Source: an optimization exercise on an open RTL-to-GDS flow (aim: small area, a short achievable clock period and few clock cycles). Production flows keep margins and buffers that such runs may drop. In this exercise RTL edits were held to simulation tests only and were not proved equivalent to the original. Power figures rest on the tool's default switching activity, not on a simulated workload.

==> flow/design.v <==
`timescale 1ns / 1ps
package mexp_pkg;
	localparam int unsigned FIELD_BITS = 32;
endpackage
`timescale 1ns / 1ps
module mexp_unit #(
	parameter int W = 32
) (
	input  logic         bit_i,
	input  logic [W-1:0] r_i,
	input  logic [W-1:0] a_i,
	input  logic [W-1:0] m_i,
	output logic [W-1:0] y_o
);
	localparam int X = W + 3;
	logic [X-1:0] r2, p, nm1, nm2;
	logic [X-1:0] s1, c1, s2, c2;
	logic [X-1:0] t, x1, x2;
	assign r2  = {2'b00, r_i, 1'b0};
	assign p   = bit_i ? {3'b000, a_i} : '0;
	assign nm1 = ~{3'b000, m_i};
	assign nm2 = ~{2'b00, m_i, 1'b0};
	assign s1 = r2 ^ p ^ nm1;
	assign c1 = {((r2[X-2:0] & p[X-2:0]) | (r2[X-2:0] & nm1[X-2:0]) | (p[X-2:0] & nm1[X-2:0])), 1'b1};
	assign s2 = r2 ^ p ^ nm2;
	assign c2 = {((r2[X-2:0] & p[X-2:0]) | (r2[X-2:0] & nm2[X-2:0]) | (p[X-2:0] & nm2[X-2:0])), 1'b1};
	mexp_add u_t  (.a(r2), .b(p),  .ci(1'b0), .y(t));
	mexp_add u_x1 (.a(s1), .b(c1), .ci(1'b0), .y(x1));
	mexp_add u_x2 (.a(s2), .b(c2), .ci(1'b0), .y(x2));
	always_comb begin
		if (!x2[X-1]) begin
			y_o = x2[W-1:0];
		end else if (!x1[X-1]) begin
			y_o = x1[W-1:0];
		end else begin
			y_o = t[W-1:0];
		end
	end
endmodule
module mexp_add (
	input  logic [34:0] a,
	input  logic [34:0] b,
	input  logic        ci,
	output logic [34:0] y
);
	logic [34:0] p, g0;
	assign p = a ^ b;
	assign g0 = {a[34:1] & b[34:1], (a[0] & b[0]) | (ci & (a[0] | b[0]))};
	logic g1_1;
	assign g1_1 = g0[1] | (p[1] & g0[0]);
	logic g1_3;
	assign g1_3 = g0[3] | (p[3] & g0[2]);
	logic p1_3;
	assign p1_3 = p[3] & p[2];
	logic g1_5;
	assign g1_5 = g0[5] | (p[5] & g0[4]);
	logic p1_5;
	assign p1_5 = p[5] & p[4];
	logic g1_7;
	assign g1_7 = g0[7] | (p[7] & g0[6]);
	logic p1_7;
	assign p1_7 = p[7] & p[6];
	logic g1_9;
	assign g1_9 = g0[9] | (p[9] & g0[8]);
	logic p1_9;
	assign p1_9 = p[9] & p[8];
	logic g1_11;
	assign g1_11 = g0[11] | (p[11] & g0[10]);
	logic p1_11;
	assign p1_11 = p[11] & p[10];
	logic g1_13;
	assign g1_13 = g0[13] | (p[13] & g0[12]);
	logic p1_13;
	assign p1_13 = p[13] & p[12];
	logic g1_15;
	assign g1_15 = g0[15] | (p[15] & g0[14]);
	logic p1_15;
	assign p1_15 = p[15] & p[14];
	logic g1_17;
	assign g1_17 = g0[17] | (p[17] & g0[16]);
	logic p1_17;
	assign p1_17 = p[17] & p[16];
	logic g1_19;
	assign g1_19 = g0[19] | (p[19] & g0[18]);
	logic p1_19;
	assign p1_19 = p[19] & p[18];
	logic g1_21;
	assign g1_21 = g0[21] | (p[21] & g0[20]);
	logic p1_21;
	assign p1_21 = p[21] & p[20];
	logic g1_23;
	assign g1_23 = g0[23] | (p[23] & g0[22]);
	logic p1_23;
	assign p1_23 = p[23] & p[22];
	logic g1_25;
	assign g1_25 = g0[25] | (p[25] & g0[24]);
	logic p1_25;
	assign p1_25 = p[25] & p[24];
	logic g1_27;
	assign g1_27 = g0[27] | (p[27] & g0[26]);
	logic p1_27;
	assign p1_27 = p[27] & p[26];
	logic g1_29;
	assign g1_29 = g0[29] | (p[29] & g0[28]);
	logic p1_29;
	assign p1_29 = p[29] & p[28];
	logic g1_31;
	assign g1_31 = g0[31] | (p[31] & g0[30]);
	logic p1_31;
	assign p1_31 = p[31] & p[30];
	logic g1_33;
	assign g1_33 = g0[33] | (p[33] & g0[32]);
	logic p1_33;
	assign p1_33 = p[33] & p[32];
	logic g2_3;
	assign g2_3 = g1_3 | (p1_3 & g1_1);
	logic g2_5;
	assign g2_5 = g1_5 | (p1_5 & g1_3);
	logic p2_5;
	assign p2_5 = p1_5 & p1_3;
	logic g2_7;
	assign g2_7 = g1_7 | (p1_7 & g1_5);
	logic p2_7;
	assign p2_7 = p1_7 & p1_5;
	logic g2_9;
	assign g2_9 = g1_9 | (p1_9 & g1_7);
	logic p2_9;
	assign p2_9 = p1_9 & p1_7;
	logic g2_11;
	assign g2_11 = g1_11 | (p1_11 & g1_9);
	logic p2_11;
	assign p2_11 = p1_11 & p1_9;
	logic g2_13;
	assign g2_13 = g1_13 | (p1_13 & g1_11);
	logic p2_13;
	assign p2_13 = p1_13 & p1_11;
	logic g2_15;
	assign g2_15 = g1_15 | (p1_15 & g1_13);
	logic p2_15;
	assign p2_15 = p1_15 & p1_13;
	logic g2_17;
	assign g2_17 = g1_17 | (p1_17 & g1_15);
	logic p2_17;
	assign p2_17 = p1_17 & p1_15;
	logic g2_19;
	assign g2_19 = g1_19 | (p1_19 & g1_17);
	logic p2_19;
	assign p2_19 = p1_19 & p1_17;
	logic g2_21;
	assign g2_21 = g1_21 | (p1_21 & g1_19);
	logic p2_21;
	assign p2_21 = p1_21 & p1_19;
	logic g2_23;
	assign g2_23 = g1_23 | (p1_23 & g1_21);
	logic p2_23;
	assign p2_23 = p1_23 & p1_21;
	logic g2_25;
	assign g2_25 = g1_25 | (p1_25 & g1_23);
	logic p2_25;
	assign p2_25 = p1_25 & p1_23;
	logic g2_27;
	assign g2_27 = g1_27 | (p1_27 & g1_25);
	logic p2_27;
	assign p2_27 = p1_27 & p1_25;
	logic g2_29;
	assign g2_29 = g1_29 | (p1_29 & g1_27);
	logic p2_29;
	assign p2_29 = p1_29 & p1_27;
	logic g2_31;
	assign g2_31 = g1_31 | (p1_31 & g1_29);
	logic p2_31;
	assign p2_31 = p1_31 & p1_29;
	logic g2_33;
	assign g2_33 = g1_33 | (p1_33 & g1_31);
	logic p2_33;
	assign p2_33 = p1_33 & p1_31;
	logic g3_5;
	assign g3_5 = g2_5 | (p2_5 & g1_1);
	logic g3_7;
	assign g3_7 = g2_7 | (p2_7 & g2_3);
	logic g3_9;
	assign g3_9 = g2_9 | (p2_9 & g2_5);
	logic p3_9;
	assign p3_9 = p2_9 & p2_5;
	logic g3_11;
	assign g3_11 = g2_11 | (p2_11 & g2_7);
	logic p3_11;
	assign p3_11 = p2_11 & p2_7;
	logic g3_13;
	assign g3_13 = g2_13 | (p2_13 & g2_9);
	logic p3_13;
	assign p3_13 = p2_13 & p2_9;
	logic g3_15;
	assign g3_15 = g2_15 | (p2_15 & g2_11);
	logic p3_15;
	assign p3_15 = p2_15 & p2_11;
	logic g3_17;
	assign g3_17 = g2_17 | (p2_17 & g2_13);
	logic p3_17;
	assign p3_17 = p2_17 & p2_13;
	logic g3_19;
	assign g3_19 = g2_19 | (p2_19 & g2_15);
	logic p3_19;
	assign p3_19 = p2_19 & p2_15;
	logic g3_21;
	assign g3_21 = g2_21 | (p2_21 & g2_17);
	logic p3_21;
	assign p3_21 = p2_21 & p2_17;
	logic g3_23;
	assign g3_23 = g2_23 | (p2_23 & g2_19);
	logic p3_23;
	assign p3_23 = p2_23 & p2_19;
	logic g3_25;
	assign g3_25 = g2_25 | (p2_25 & g2_21);
	logic p3_25;
	assign p3_25 = p2_25 & p2_21;
	logic g3_27;
	assign g3_27 = g2_27 | (p2_27 & g2_23);
	logic p3_27;
	assign p3_27 = p2_27 & p2_23;
	logic g3_29;
	assign g3_29 = g2_29 | (p2_29 & g2_25);
	logic p3_29;
	assign p3_29 = p2_29 & p2_25;
	logic g3_31;
	assign g3_31 = g2_31 | (p2_31 & g2_27);
	logic p3_31;
	assign p3_31 = p2_31 & p2_27;
	logic g3_33;
	assign g3_33 = g2_33 | (p2_33 & g2_29);
	logic p3_33;
	assign p3_33 = p2_33 & p2_29;
	logic g4_9;
	assign g4_9 = g3_9 | (p3_9 & g1_1);
	logic g4_11;
	assign g4_11 = g3_11 | (p3_11 & g2_3);
	logic g4_13;
	assign g4_13 = g3_13 | (p3_13 & g3_5);
	logic g4_15;
	assign g4_15 = g3_15 | (p3_15 & g3_7);
	logic g4_17;
	assign g4_17 = g3_17 | (p3_17 & g3_9);
	logic p4_17;
	assign p4_17 = p3_17 & p3_9;
	logic g4_19;
	assign g4_19 = g3_19 | (p3_19 & g3_11);
	logic p4_19;
	assign p4_19 = p3_19 & p3_11;
	logic g4_21;
	assign g4_21 = g3_21 | (p3_21 & g3_13);
	logic p4_21;
	assign p4_21 = p3_21 & p3_13;
	logic g4_23;
	assign g4_23 = g3_23 | (p3_23 & g3_15);
	logic p4_23;
	assign p4_23 = p3_23 & p3_15;
	logic g4_25;
	assign g4_25 = g3_25 | (p3_25 & g3_17);
	logic p4_25;
	assign p4_25 = p3_25 & p3_17;
	logic g4_27;
	assign g4_27 = g3_27 | (p3_27 & g3_19);
	logic p4_27;
	assign p4_27 = p3_27 & p3_19;
	logic g4_29;
	assign g4_29 = g3_29 | (p3_29 & g3_21);
	logic p4_29;
	assign p4_29 = p3_29 & p3_21;
	logic g4_31;
	assign g4_31 = g3_31 | (p3_31 & g3_23);
	logic p4_31;
	assign p4_31 = p3_31 & p3_23;
	logic g4_33;
	assign g4_33 = g3_33 | (p3_33 & g3_25);
	logic p4_33;
	assign p4_33 = p3_33 & p3_25;
	logic g5_17;
	assign g5_17 = g4_17 | (p4_17 & g1_1);
	logic g5_19;
	assign g5_19 = g4_19 | (p4_19 & g2_3);
	logic g5_21;
	assign g5_21 = g4_21 | (p4_21 & g3_5);
	logic g5_23;
	assign g5_23 = g4_23 | (p4_23 & g3_7);
	logic g5_25;
	assign g5_25 = g4_25 | (p4_25 & g4_9);
	logic g5_27;
	assign g5_27 = g4_27 | (p4_27 & g4_11);
	logic g5_29;
	assign g5_29 = g4_29 | (p4_29 & g4_13);
	logic g5_31;
	assign g5_31 = g4_31 | (p4_31 & g4_15);
	logic g5_33;
	assign g5_33 = g4_33 | (p4_33 & g4_17);
	logic p5_33;
	assign p5_33 = p4_33 & p4_17;
	logic g6_33;
	assign g6_33 = g5_33 | (p5_33 & g1_1);
	logic g7_2;
	assign g7_2 = g0[2] | (p[2] & g1_1);
	logic g7_4;
	assign g7_4 = g0[4] | (p[4] & g2_3);
	logic g7_6;
	assign g7_6 = g0[6] | (p[6] & g3_5);
	logic g7_8;
	assign g7_8 = g0[8] | (p[8] & g3_7);
	logic g7_10;
	assign g7_10 = g0[10] | (p[10] & g4_9);
	logic g7_12;
	assign g7_12 = g0[12] | (p[12] & g4_11);
	logic g7_14;
	assign g7_14 = g0[14] | (p[14] & g4_13);
	logic g7_16;
	assign g7_16 = g0[16] | (p[16] & g4_15);
	logic g7_18;
	assign g7_18 = g0[18] | (p[18] & g5_17);
	logic g7_20;
	assign g7_20 = g0[20] | (p[20] & g5_19);
	logic g7_22;
	assign g7_22 = g0[22] | (p[22] & g5_21);
	logic g7_24;
	assign g7_24 = g0[24] | (p[24] & g5_23);
	logic g7_26;
	assign g7_26 = g0[26] | (p[26] & g5_25);
	logic g7_28;
	assign g7_28 = g0[28] | (p[28] & g5_27);
	logic g7_30;
	assign g7_30 = g0[30] | (p[30] & g5_29);
	logic g7_32;
	assign g7_32 = g0[32] | (p[32] & g5_31);
	logic g7_34;
	assign g7_34 = g0[34] | (p[34] & g6_33);
	assign y[0] = p[0] ^ ci;
	assign y[1] = p[1] ^ g0[0];
	assign y[2] = p[2] ^ g1_1;
	assign y[3] = p[3] ^ g7_2;
	assign y[4] = p[4] ^ g2_3;
	assign y[5] = p[5] ^ g7_4;
	assign y[6] = p[6] ^ g3_5;
	assign y[7] = p[7] ^ g7_6;
	assign y[8] = p[8] ^ g3_7;
	assign y[9] = p[9] ^ g7_8;
	assign y[10] = p[10] ^ g4_9;
	assign y[11] = p[11] ^ g7_10;
	assign y[12] = p[12] ^ g4_11;
	assign y[13] = p[13] ^ g7_12;
	assign y[14] = p[14] ^ g4_13;
	assign y[15] = p[15] ^ g7_14;
	assign y[16] = p[16] ^ g4_15;
	assign y[17] = p[17] ^ g7_16;
	assign y[18] = p[18] ^ g5_17;
	assign y[19] = p[19] ^ g7_18;
	assign y[20] = p[20] ^ g5_19;
	assign y[21] = p[21] ^ g7_20;
	assign y[22] = p[22] ^ g5_21;
	assign y[23] = p[23] ^ g7_22;
	assign y[24] = p[24] ^ g5_23;
	assign y[25] = p[25] ^ g7_24;
	assign y[26] = p[26] ^ g5_25;
	assign y[27] = p[27] ^ g7_26;
	assign y[28] = p[28] ^ g5_27;
	assign y[29] = p[29] ^ g7_28;
	assign y[30] = p[30] ^ g5_29;
	assign y[31] = p[31] ^ g7_30;
	assign y[32] = p[32] ^ g5_31;
	assign y[33] = p[33] ^ g7_32;
	assign y[34] = p[34] ^ g6_33;
endmodule
`timescale 1ns / 1ps
module modular_exponentiation #(
	parameter int OPERAND_BITS = 32
) (
	input  logic        clk,
	input  logic        arst_n,
	input  logic        s_tvalid,
	output logic        s_tready,
	input  logic [95:0] s_tdata,
	output logic        m_tvalid,
	input  logic        m_tready,
	output logic [31:0] m_tdata,
	output logic        m_tuser
);
	localparam int W = OPERAND_BITS;
	typedef enum logic [2:0] {
		S_IDLE = 3'd0,
		S_CHK  = 3'd1,
		S_SKIP = 3'd2,
		S_RUN  = 3'd3,
		S_FRST = 3'd6,
		S_DONE = 3'd4,
		S_OUT  = 3'd5
	} seq_state_t;
	seq_state_t   state_q;
	logic [W-1:0] mod_q;
	logic [W-1:0] acc_q;
	logic [W-1:0] r_q;
	logic         bit_q;
	logic         sq_q;
	logic [4:0]   cnt_q;
	logic [4:0]   eidx_q;
	logic         err_q;
	logic [W-1:0] in_b;
	logic [W-1:0] in_e;
	logic [W-1:0] step;
	logic         ebit;
	logic         last;
	assign in_b = s_tdata[31:0];
	assign in_e = s_tdata[63:32];
	assign ebit = in_e[eidx_q];
	assign last = (cnt_q == 5'd0);
	mexp_unit #(
		.W(W)
	) u_unit (
		.bit_i(bit_q),
		.r_i  (r_q),
		.a_i  (acc_q),
		.m_i  (mod_q),
		.y_o  (step)
	);
	always_ff @(posedge clk) begin
		mod_q <= s_tdata[95:64];
	end
	always_ff @(posedge clk or negedge arst_n) begin
		if (!arst_n) begin
			state_q <= S_IDLE;
		end else begin
			unique case (state_q)
				S_IDLE: begin
					if (s_tvalid) begin
						state_q <= S_CHK;
					end
				end
				S_CHK: begin
					if (mod_q == '0 || in_e == '0) begin
						state_q <= S_DONE;
					end else begin
						state_q <= S_SKIP;
					end
				end
				S_SKIP: begin
					if (ebit) begin
						state_q <= S_FRST;
					end
				end
				S_FRST: begin
					state_q <= S_RUN;
				end
				S_RUN: begin
					if (last) begin
						if (!(sq_q && ebit) && eidx_q == 5'd0) begin
							state_q <= S_DONE;
						end else begin
							state_q <= S_FRST;
						end
					end
				end
				S_DONE: begin
					state_q <= S_OUT;
				end
				S_OUT: begin
					if (m_tready) begin
						state_q <= s_tvalid ? S_CHK : S_IDLE;
					end
				end
				default: begin
					state_q <= S_IDLE;
				end
			endcase
		end
	end
	always_ff @(posedge clk) begin
		if (state_q == S_RUN) begin
			r_q <= step;
		end else if (state_q == S_FRST && (sq_q ? acc_q[W-1] : in_b[W-1])) begin
			r_q <= acc_q;
		end else begin
			r_q <= '0;
		end
	end
	always_ff @(posedge clk) begin
		unique case (state_q)
			S_CHK: begin
				err_q  <= (mod_q == '0);
				acc_q  <= (mod_q == '0) ? W'(0) : W'(1);
				eidx_q <= 5'd31;
			end
			S_SKIP: begin
				sq_q  <= 1'b0;
				if (!ebit) begin
					eidx_q <= eidx_q - 5'd1;
				end
			end
			S_FRST: begin
				cnt_q <= 5'd30;
				bit_q <= sq_q ? acc_q[W-2] : in_b[W-2];
			end
			S_RUN: begin
				if (!last) begin
					cnt_q <= cnt_q - 5'd1;
					bit_q <= sq_q ? acc_q[cnt_q - 5'd1] : in_b[cnt_q - 5'd1];
				end else begin
					acc_q <= step;
					if (sq_q && ebit) begin
						sq_q  <= 1'b0;
					end else begin
						sq_q   <= 1'b1;
						eidx_q <= eidx_q - 5'd1;
					end
				end
			end
			default: begin
			end
		endcase
	end
	assign s_tready = (state_q == S_DONE);
	assign m_tvalid = (state_q == S_OUT);
	assign m_tdata  = acc_q;
	assign m_tuser  = err_q;
endmodule
==> flow/flow/run.sh <==
#!/bin/bash
# layout flow: the standard one, except that the port buffers (every input and output port still
# gets one) are the platform's smallest plain buffer instead of the delay buffer buffer_ports picks
bash standard.sh "BUFFER_PORTS_ARGS=-buffer_cell sky130_fd_sc_hd__buf_1" finish > standard.log 2>&1
==> flow/standard.sh <==
#!/bin/bash
# synth_recipe.tcl (not shown) runs the flow's synth.tcl, then flattens the netlist and writes it again
# the make line also repeats each setting of config.mk as NAME=value (left out here)
make -C /OpenROAD-flow-scripts/flow DESIGN_CONFIG=/design/flow/config.mk WORK_HOME=/design/flow/orfs CLKGATE_MAP_FILE= SYNTH_SCRIPT=/design/flow/synth_recipe.tcl "${@:-finish}"
==> flow/config.mk <==
export PLATFORM = sky130hd
export DESIGN_NAME = modular_exponentiation
export DESIGN_NICKNAME = modular_exponentiation
export VERILOG_FILES = /design/flow/design.v
export SDC_FILE = /design/flow/constraint.sdc
export NUM_CORES = 4
export LEC_CHECK = 0
export CAP_MARGIN = 20
export CORE_MARGIN = 2
export CORE_UTILIZATION = 40
export SETUP_SLACK_MARGIN = 2.5
export SLEW_MARGIN = 20
export TNS_END_PERCENT = 100
==> flow/constraint.sdc <==
create_clock -name core_clock -period 7.0 [get_ports {clk}]
set_input_delay 1.4000 -clock core_clock [delete_from_list [all_inputs] [get_ports {clk}]]
set_output_delay 1.4000 -clock core_clock [all_outputs]
set_load 0.01 [all_outputs]
==> flow_metrics.py <==
metrics = {
    "finish": {
        "diodes": 0,
        "fillers": 2588,
        "final_util": 0.465,
        "area_delta_synth_final_pct": 13.8,
        "fin_nets": 1539,
        "drive_gt1_frac": 0.0994,
    },
    "sta": {
        "min_period_ns": 4.38,
        "max_freq_mhz": 228,
        "tns_ns": 0,
        "finalClockSkew_ns": 0.0141,
        "whs_ns": 0.557,
        "worst_pin_slew_ns": 1.11,
        "slew_violations": 0,
        "finalHoldViolCount": 0,
        "max-slew-margin-rel": 0.258,
        "setup_viol": 0,
        "rsz0062_at_grt": "true",
        "finalCritPeriodShare": 0.626,
    },
    "floorplanning": {
        "fp.dieH_um": 170,
        "core_region_area_mm2": 0.0271,
        "initial_core_util": 0.409,
        "row_count": 60,
        "dieArea_mm2": 0.0291,
        "die_w_um": 170,
        "ios": 135,
    },
    "yosys": {
        "syn_inst": 1127,
        "ys.flop_type": "dfxtp_1",
        "ys_seq_area_frac": 0.244,
        "avgSynthCellArea_um2": 9.84,
        "synth_edf_count": 45,
        "yosysWarnings": 2,
        "ys_ff_latch": 112,
        "synthArstFlopShare": 0.0268,
        "netlist_area_mm2": 0.0111,
        "yosys.cell_types.count": 65,
        "synth_nets": 1413,
    },
    "grt": {
        "grt_max_degree": 46,
        "grt_util_all_layers": 0.224,
        "grt-busiest-layer": "met2",
        "grt_use_met2": 0.378,
        "first_global_vias": 8762,
        "overflow": 0,
        "antenna_found_initial": 0,
        "use_met3": 0.0233,
        "grt_pass1_wl_mm": 48.9,
        "use_met1": 0.302,
    },
    "run": {
        "maxCapViolCount": 0,
    },
    "critical_path": {
        "crit_family": "compound AO/OA/AOI/OAI gates",
        "path_max_fanout": 6,
        "critPathMaxStageDelay_ns": 0.46,
        "crit_type": "register to register",
        "start_kind": "register",
        "arrival_ns": 4.59,
        "crit_path_end_kind": "register",
        "crit_chain": "buf_6, buf_12, and2_4, ha_1, a21o_1, maj3_2, a31oi_2, a41oi_2, a221oi_4, a31o_1, o31ai_1, a31oi_1, fa_1, mux2_1, o21ai_1",
        "cp_slowest_cell": "fa_1",
        "cp_num_buf_inv": 2,
        "cp_data_required_time_ns": 7.21,
    },
    "clock_network": {
        "cts_sinks": 112,
        "path_clk_slew_ns": 0.09,
        "cts_max_level": 3,
        "cts_max_path_buffers": 2,
        "cts_tree": "built",
        "root_buffer": "clkbuf_16",
        "cts_buffers": 9,
        "insertion_delay_ns": 0.38,
        "ctsHoldBuffers": 0,
    },
    "placement": {
        "port_buffers": 134,
        "gp_congestion": 0.919,
        "hpwl_mm": 24.8,
    },
    "power": {
        "p_per_area_mw_per_mm2": 456,
        "p_leak_nw": 5.40,
        "ir_drop_mv": 0.203,
    },
    "routing": {
        "antenna_left": 0,
        "dr.pass1.iters": 5,
        "wirelength_mm": 31.9,
        "drc": 0,
        "via_per_inst": 5.45,
        "wl_per_cell_um": 19.5,
        "first_iter_violations": 572,
        "via_count": 8878,
    },
    "worst_hold_path": {
        "hp-class": "register to register",
    },
    "status": {
        "status": "no timing/DRC/antenna violations",
    },
}
[area by class of cell]
class	count	area, µm²	share of cell area
Inverter	168	631	0.0500
Clock inverter	7	100	0.00794
Multi-Input combinational cell	809	7780	0.617
Clock buffer	9	225	0.0179
Tap cell	372	465	0.0369
Timing Repair Buffer	153	701	0.0556
Sequential cell	112	2710	0.215
[state kept, by name, summed over array words and instances (netlist names)]
name     flops
acc_q       32
mod_q       32
r_q         32
cnt_q        5
eidx_q       5
state_q      3
bit_q        1
err_q        1
sq_q         1
[layer usage]
layer | wire length [µm] | up-vias
met1 | 14200 | 4405
met2 | 15400 | 234
li1 | - | 4191
met4 | 910 | 0
met3 | 1290 | 48
met5 | 0 | -
[cells in the mapped netlist, types with 13 or more instances]
library cell | count | area share
and2_1 | 23 | 0.013
nand2_1 | 88 | 0.030
inv_1 | 167 | 0.057
nor4_1 | 17 | 0.0096
clkbuf_1 | 27 | 0.0091
xor2_1 | 21 | 0.017
edfxtp_1 | 45 | 0.12
dfxtp_1 | 64 | 0.12
ha_1 | 89 | 0.10
a21o_1 | 39 | 0.026
nor2_1 | 37 | 0.013
fa_1 | 97 | 0.18
o21ai_1 | 14 | 0.0063
mux2i_1 | 20 | 0.018
xnor2_1 | 47 | 0.037
o211ai_1 | 18 | 0.012
mux4_2 | 30 | 0.061
nand3_1 | 22 | 0.0099
nand4_1 | 13 | 0.0073
o21ai_0 | 37 | 0.017
a21oi_1 | 65 | 0.029
[worst paths after layout]
kind,startpoint,endpoint,slack [ns],cells after the start
setup / recovery,bit_q,acc_q[30],2.62,15
hold / removal,acc_q[6],r_q[6],0.56,2
setup reg to reg,bit_q,acc_q[30],2.62,15
hold reg to reg,acc_q[6],r_q[6],0.56,2
max in group asynchronous,arst_n,state_q[1],6.04,1
min in group asynchronous,arst_n,state_q[2],0.81,1
[cell families after synthesis]
group	Yosys count	share of synthesized area
AOI/OAI and AO/OA	249	0.151
and+or+nand+nor	241	0.106
buffers and inverters	206	0.0720
adders and majority gates	190	0.279
DFF	112	0.244
xor gates and xnor gates	68	0.0537
muxes	61	0.0932
[worst register-to-register path: stages (launching register included)]
cell and delay (ns):
edfxtp_1 0.42, buf_6 0.17, buf_12 0.15, and2_4 0.14
ha_1 0.26, a21o_1 0.21, maj3_2 0.33, a31oi_2 0.27
a41oi_2 0.23, a221oi_4 0.41, a31o_1 0.27, o31ai_1 0.17
a31oi_1 0.28, fa_1 0.46, mux2_1 0.31, o21ai_1 0.14
[power breakdown]
| group | internal [mW] | total [mW] | switching [mW] |
|---|---|---|---|
| Combinational | 1.78 | 4.09 | 2.31 |
| Clock | 0.319 | 0.593 | 0.274 |
| Sequential | 0.861 | 1.07 | 0.208 |
[through the flow]
step,total power [mW],cell area [µm²],worst slack [ns],std cells
after floorplan,3.95,11100,2.78,1127
after global routing,6.25,12600,2.40,1630
after CTS,5.61,12400,2.48,1622
final,5.75,12600,2.62,1630
after detailed placement,4.95,12000,1.82,1603
after global placement,4.90,12000,1.92,1603
[placed cells by master, fill, tap and decap left out, drive strengths merged, types with 12 or more instances in the layout]
cell type	Yosys	routed
inv	167	170
buf	11	151
fa	97	97
ha	89	89
nand2	89	89
a21oi	65	65
dfxtp	64	64
o21ai	51	51
xnor2	47	47
edfxtp	45	45
a21o	39	39
nor2	37	37
mux4	30	30
o211ai	28	28
and2	23	23
nand3	22	22
xor2	21	21
mux2i	20	20
nor4	17	17
nand4	13	13
or3	12	12
a31oi	12	12
[repair_timing]
item                                    in CTS  in global routing
setup buffers                                3                  6
gates resized for setup                      8                 32
pin swaps                                    0                 17
endpoints found under the setup margin      64                 62
cloned                                       0                  2
Testbench counts, summed over its fixed seeds: cycles 282,571.

## separate check: timing with driven ports
No port has a modelled driver above. Below, the same layout with a new extraction and two added sets of constraints.
Step 1 assumes that a clkbuf_16 drives the clock port and a buf_2 every other input.
Step 2 also shifts input and output timing later by t, the mid clock arrival at the registers, as if the neighbouring blocks saw the same clock.
Three values: ideal, step 1, step 2; two values: the first two.
t, ns: 0.414
slack for setup (ns): 2.621 / 2.621 / 2.621
hold WS [ns]: 0.557 / 0.557 / 0.557
worst register clock-pin slew, ns: 0.09 / 0.09
After both steps this run still meets setup and hold. The setup slack of this run moves by 0.000 ns with the drivers and by 0.000 ns with both steps.
